From an optimization exercise on the open Yosys and OpenROAD flow, aimed at small area, a short achievable clock period and few clock cycles per item; shortcuts taken in it are not production practice.
Function was checked by simulation only, so behaviour that the tests miss may differ from the original.

## flow/design.v (module list and top-level ports; edited modules follow where they fit)
// module murmur2_hash_bucket_select: 199 lines
// module mhbs_mulm: 638 lines
// module mhbs_modp1: 445 lines
// module mhbs_ws10: 143 lines
// module mhbs_ws6: 71 lines
// module mhbs_ws5: 51 lines
module murmur2_hash_bucket_select (
  input  logic        clk,
  input  logic        rst_n,
  input  logic        in_valid,
  output logic        in_stall,
  input  logic [31:0] in_data_word,
  input  logic [2:0]  in_valid_bytes,
  input  logic        in_last_word,
  input  logic [7:0]  in_key_length,
  output logic        out_valid,
  input  logic        out_stall,
  output logic [3:0]  out_bucket,
  output logic [31:0] out_hash_value,
  input  logic        cfg_valid,
  output logic        cfg_ready,
  input  logic        cfg_index,
  input  logic [31:0] cfg_data
);
  // ...
==> flow/run.sh <==
#!/bin/bash
# synth_recipe.tcl (not shown) runs the flow's synth.tcl, then flattens the netlist and writes it again
# the make line also repeats each setting of config.mk as NAME=value (left out here)
make -C /OpenROAD-flow-scripts/flow DESIGN_CONFIG=/design/flow/config.mk WORK_HOME=/design/flow/orfs CLKGATE_MAP_FILE= SYNTH_SCRIPT=/design/flow/synth_recipe.tcl finish
==> flow/config.mk <==
export PLATFORM = sky130hd
export DESIGN_NAME = murmur2_hash_bucket_select
export DESIGN_NICKNAME = murmur2_hash_bucket_select
export VERILOG_FILES = /design/flow/design.v
export SDC_FILE = /design/flow/constraint.sdc
export NUM_CORES = 4
export LEC_CHECK = 0
export CAP_MARGIN = 20
export CORE_MARGIN = 2
export CORE_UTILIZATION = 40
export SLEW_MARGIN = 20
==> flow/constraint.sdc <==
create_clock -name core_clock -period 9.0 [get_ports {clk}]
set_input_delay 1.8000 -clock core_clock [delete_from_list [all_inputs] [get_ports {clk}]]
set_output_delay 1.8000 -clock core_clock [all_outputs]
set_load 0.01 [all_outputs]
==> run_summary.xml, run 1 <==
<?xml version="1.0" encoding="UTF-8"?>
<metrics>
  <group name="global_route">
    <metric name="grt-busiest-layer" unit="">met2</metric>
    <metric name="met2_usage" unit="">0.340</metric>
    <metric name="grt_overflow" unit="">0</metric>
  </group>
  <group name="run_status">
    <metric name="run_status" unit="">finished clean</metric>
  </group>
  <group name="synth">
    <metric name="yosys_warnings" unit="">6</metric>
    <metric name="synth_async_sr_flop_share" unit="">0</metric>
    <metric name="combinational_family_with_the_most_area_after_synthesis" unit="">adder cells</metric>
    <metric name="synthXorXnorAreaFrac" unit="">0.0760</metric>
    <metric name="synthMostInstantiatedCell" unit="">inv_1</metric>
    <metric name="synth_largest_area_cell" unit="">fa_1</metric>
    <metric name="per_instance_average_area_after_synthesis" unit="sq um">11.1</metric>
    <metric name="synth-edff-count" unit="">295</metric>
    <metric name="synth.cells.most_frequent" unit="">756 x inv_1, 710 x fa_1, 295 x edfxtp_1, 283 x nand2_1, 207 x xnor2_1</metric>
  </group>
  <group name="route">
    <metric name="drt_first_iter_violations" unit="">1939</metric>
    <metric name="routed_wl" unit="microns">101000</metric>
    <metric name="routed-wl-met2" unit="microns">46500</metric>
  </group>
  <group name="finish">
    <metric name="seq_area_frac" unit="">0.230</metric>
    <metric name="num-clock-buffers" unit="">44</metric>
    <metric name="multi_input_area_share" unit="">0.599</metric>
    <metric name="fin_cells" unit="">4909</metric>
  </group>
  <group name="critical_path">
    <metric name="crit_cells" unit="">28</metric>
    <metric name="rrSetupSlack" unit="ns">1.09</metric>
    <metric name="worst-setup-path-type" unit="">flop to flop</metric>
    <metric name="required" unit="ns">9.30</metric>
    <metric name="worstRegToRegCells" unit="">28</metric>
  </group>
  <group name="placed_design">
    <metric name="place.detailed.instances" unit="">4839</metric>
    <metric name="dpl_cell_area" unit="sq um">41200</metric>
  </group>
  <group name="floorplanning">
    <metric name="num_tap_cells" unit="">1265</metric>
    <metric name="die_wd" unit="microns">313</metric>
    <metric name="design.die.area" unit="sq um">98200</metric>
  </group>
  <group name="timing">
    <metric name="setup_ws" unit="ns">1.09</metric>
  </group>
  <group name="clock_tree">
    <metric name="clock_path_buffers" unit="">3</metric>
    <metric name="cts_post_setup_buffers_inserted" unit="">0</metric>
  </group>
  <group name="min_path">
    <metric name="hold_path_depth" unit="">0</metric>
  </group>
</metrics>
Testbench counts, summed over its fixed seeds: cycles 19,770, keys 3,000.
==> inputs of run 2 (changes only) <==
--- a/flow/config.mk
+++ b/flow/config.mk
@@ -9,3 +9,4 @@
 export CORE_MARGIN = 2
 export CORE_UTILIZATION = 40
+export SETUP_SLACK_MARGIN = 2
 export SLEW_MARGIN = 20
==> run 2 against run 1 <==
Net effect: non-clock buffer count grew 42; maximum frequency increased by 16%; die area did not move; final area increased by 1.6%; final cell count is 0.84% higher; routed wire length increased by 0.97%; critical path type unchanged; critical endpoint unchanged.
==> run_summary.xml, run 2 <==
<?xml version="1.0" encoding="UTF-8"?>
<metrics>
  <group name="route">
    <metric name="drt.antenna.violating_nets" unit="">0</metric>
    <metric name="drc" unit="">0</metric>
    <metric name="drt_first_pass_iters" unit="">6</metric>
    <metric name="routed_wl" unit="microns">102000</metric>
    <metric name="routed-via-count" unit="">24611</metric>
    <metric name="detail_route.vias_per_cell" unit="">4.97</metric>
    <metric name="routedWlPerCell" unit="microns">20.7</metric>
    <metric name="drt_first_iter_violations" unit="">1953</metric>
  </group>
  <group name="clock_tree">
    <metric name="clk_latency" unit="ns">0.60</metric>
    <metric name="clock_path_buffers" unit="">3</metric>
    <metric name="cts_num_sinks" unit="">340</metric>
    <metric name="tritoncts.num_buffers" unit="">38</metric>
    <metric name="clockRootBuffer" unit="">clkbuf_16</metric>
    <metric name="tritoncts" unit="">built</metric>
    <metric name="cts_max_level" unit="">2</metric>
    <metric name="path_clk_slew" unit="ns">0.06</metric>
  </group>
  <group name="synth">
    <metric name="synth_largest_area_cell" unit="">fa_1</metric>
    <metric name="post_synth_inst_count" unit="">3462</metric>
    <metric name="yosys-top-cells-area" unit="">fa_1 37%, edfxtp_1 23%, inv_1 7.4%, ha_1 6.1%, xnor2_1 4.7%</metric>
    <metric name="yosys_warnings" unit="">6</metric>
    <metric name="synthMostInstantiatedCell" unit="">inv_1</metric>
    <metric name="mappedNetlistNets" unit="">4440</metric>
    <metric name="per_instance_average_area_after_synthesis" unit="sq um">11.1</metric>
    <metric name="synth-edff-count" unit="">295</metric>
    <metric name="synth_top_cell_area_share" unit="">0.371</metric>
    <metric name="ys_seq_elements" unit="">340</metric>
    <metric name="synth.cells.most_frequent" unit="">756 x inv_1, 710 x fa_1, 295 x edfxtp_1, 283 x nand2_1, 207 x xnor2_1</metric>
    <metric name="synth_async_sr_flop_share" unit="">0</metric>
    <metric name="synth_sequential_area_ratio" unit="">0.255</metric>
    <metric name="synthesis.area" unit="sq um">38300</metric>
    <metric name="most_common_flop_cell_mapped_by_yosys" unit="">edfxtp_1</metric>
    <metric name="synthDistinctLibCells" unit="">71</metric>
  </group>
  <group name="critical_path">
    <metric name="worst_setup_path_startpoint" unit="">sm1_r[2]</metric>
    <metric name="setup_crit_end_kind" unit="">flop</metric>
    <metric name="critical_path_buf_inv_count" unit="">7</metric>
    <metric name="critPathArrivalTime" unit="ns">7.13</metric>
    <metric name="crit_cells" unit="">28</metric>
    <metric name="worst-path-max-fanout" unit="">5</metric>
    <metric name="critical_path.reg2reg.startpoint" unit="">sm1_r[2]</metric>
    <metric name="cp-start-kind" unit="">flop</metric>
    <metric name="worst-setup-path-type" unit="">flop to flop</metric>
    <metric name="cpLargestDelayFamily" unit="">adder cells</metric>
    <metric name="rrSetupSlack" unit="ns">2.18</metric>
    <metric name="worstRegToRegCells" unit="">28</metric>
    <metric name="cpMaxStageDelayCell" unit="">fa_1</metric>
    <metric name="crit_path_max_incr_delay" unit="ns">0.56</metric>
    <metric name="required" unit="ns">9.31</metric>
  </group>
  <group name="floorplanning">
    <metric name="initial_utilization" unit="">0.403</metric>
    <metric name="fp.dieH" unit="microns">313</metric>
    <metric name="core" unit="sq um">94900</metric>
    <metric name="standard_cell_row_count" unit="">113</metric>
    <metric name="num_io_pins" unit="">121</metric>
    <metric name="design.die.area" unit="sq um">98200</metric>
    <metric name="die_wd" unit="microns">313</metric>
  </group>
  <group name="global_route">
    <metric name="grt_overall_usage" unit="">0.214</metric>
    <metric name="maximum_number_of_pins_on_one_net_before_global_route_repair" unit="">79</metric>
    <metric name="grt_overflow" unit="">0</metric>
    <metric name="grt_first_pass_wirelength" unit="microns">159000</metric>
    <metric name="grt_pass1_vias" unit="">26518</metric>
    <metric name="antenna_found_initial" unit="">0</metric>
  </group>
  <group name="min_path">
    <metric name="hold_path_depth" unit="">0</metric>
    <metric name="hold_path_startpoint" unit="">o_r[0]</metric>
    <metric name="min-delay-path-class" unit="">flop to flop</metric>
  </group>
  <group name="finish">
    <metric name="sequential_area" unit="sq um">9770</metric>
    <metric name="stdcell_area" unit="sq um">43200</metric>
    <metric name="layout.nets" unit="">4635</metric>
    <metric name="synthToLayoutAreaGrowth" unit="%">12.8</metric>
    <metric name="antenna-diode-count" unit="">0</metric>
    <metric name="mostFrequentLayoutCell" unit="">inv_1</metric>
    <metric name="multi_input_comb_area" unit="sq um">25600</metric>
    <metric name="commonest_non_fill_non_tap_cells_in_the_layout" unit="">755 x inv_1, 710 x fa_1, 295 x edfxtp_1</metric>
    <metric name="num-fill-cells" unit="">8800</metric>
    <metric name="drive_gt1_frac" unit="">0.0624</metric>
  </group>
  <group name="placed_design">
    <metric name="gpl.final_weighted_congestion" unit="">0.934</metric>
    <metric name="pre_cts_ws" unit="ns">1.04</metric>
    <metric name="dpl_cell_area" unit="sq um">41300</metric>
    <metric name="hpwlAfterDp" unit="microns">85100</metric>
    <metric name="port-buffer-count" unit="">119</metric>
  </group>
  <group name="timing">
    <metric name="rsz_0062_raised_after_global_routing" unit="">true</metric>
    <metric name="finalSetupViolCount" unit="">0</metric>
    <metric name="final_min_period_over_clock_period" unit="">0.758</metric>
    <metric name="worst_pin_slew" unit="ns">1.05</metric>
    <metric name="max_slew_margin_vs_limit" unit="">0.301</metric>
    <metric name="setup_ws" unit="ns">2.18</metric>
    <metric name="fin_setup_tns" unit="ns">0</metric>
    <metric name="max_clock_freq" unit="MHz">147</metric>
    <metric name="final.min_clock_period" unit="ns">6.82</metric>
    <metric name="hold_violations" unit="">0</metric>
    <metric name="final.setup_skew" unit="ns">0.0483</metric>
    <metric name="slew_viol_final" unit="">0</metric>
  </group>
  <group name="flow_run">
    <metric name="cap_violations" unit="">0</metric>
  </group>
  <group name="run_status">
    <metric name="run_status" unit="">finished clean</metric>
  </group>
</metrics>
-- run 2: changes by cell type in the layout (fill, tap and decap cells not counted), sizes merged --
cell / previous run / this run
buf: 52 / 93
bufinv: 2 / 4
inv: 766 / 762
clkinv: 18 / 16
clkbuf: 44 / 48
-- run 2: repair_timing --
item / CTS / global route
hold buffers: 0 / 0
buffers inserted: 12 / 25
setup endpoints to repair: 23 / 15
pin swaps: 3 / 6
gates cloned: 0 / 0
gates resized for setup: 24 / 29
-- run 2: cell families after synthesis --
group / count (synthesis) / share of synthesized area
flops: 340 / 0.255
compound gates: 358 / 0.0580
xor+xnor: 332 / 0.0760
buf+inv: 820 / 0.0806
fa+ha+maj: 897 / 0.433
simple gates: 634 / 0.0762
other cells: 1 / 0.0000980
mux: 80 / 0.0216
-- run 2: per-layer routing --
metal | part of all wire | track usage | up-vias
li1 | - | - | 11119
met3 | 0.077 | 0.0458 | 143
met1 | 0.43 | 0.298 | 12481
met5 | 0 | 0 | -
met4 | 0.027 | 0.0577 | 0
met2 | 0.46 | 0.341 | 868
-- run 2: worst reg2reg max path, delay by kind of cell (launching register included) --
kind	cells	cell delay (ns)
and+or+nand+nor	3	0.41
xor gates and xnor gates	2	0.32
DFF	1	0.36
muxes	1	0.15
AOI/OAI and AO/OA	5	0.72
buffers and inverters	7	0.44
adders and majority gates	10	4.17
-- run 2: path summary, 6_finish.rpt --
path | end
max | sp_r[4]
min reg2reg | out_hash_r[0]
max reg2reg | sp_r[4]
min | out_hash_r[0]
-- run 2: stage by stage --
stage               utilization  instances  hold slack, ns
floorplan                     -       3462           0.400
detailed placement        0.435       4845           0.405
CTS                       0.451       4925           0.418
global placement          0.435       4845           0.401
finish                    0.455       4950           0.418
global route              0.455       4950           0.423
-- run 2: final cells by class --
type	count	area share
repair buffers	212	0.0457
well taps	1265	0.0367
multi-input cells	2302	0.594
flip-flops and latches	340	0.226
clock inverters	21	0.00588
inverters	763	0.0665
clock buffers	47	0.0247

static timing again, ports no longer ideal:
No port has a modelled driver above. Below, the same layouts with a new extraction and two added sets of constraints. Step 1, drivers: a clkbuf_16 drives clk and a buf_2 each remaining input, both assumed. Step 2 times the ports against the registers' clock, not the clock port: input delays grow and output delays shrink by t, the midpoint of the rising clock arrivals with the driver on. Slacks: no drivers / after step 1 / after step 2; pairs: no drivers / after step 1.
| run | t (ns) | slack for setup (ns) | worst setup path at the end |
|---|---|---|---|
| run 1 | 0.628 | 1.091 / 1.091 / 1.091 | register to register |
| run 2 | 0.637 | 2.181 / 2.181 / 2.181 | register to register |
After both steps every run listed still meets setup and hold.
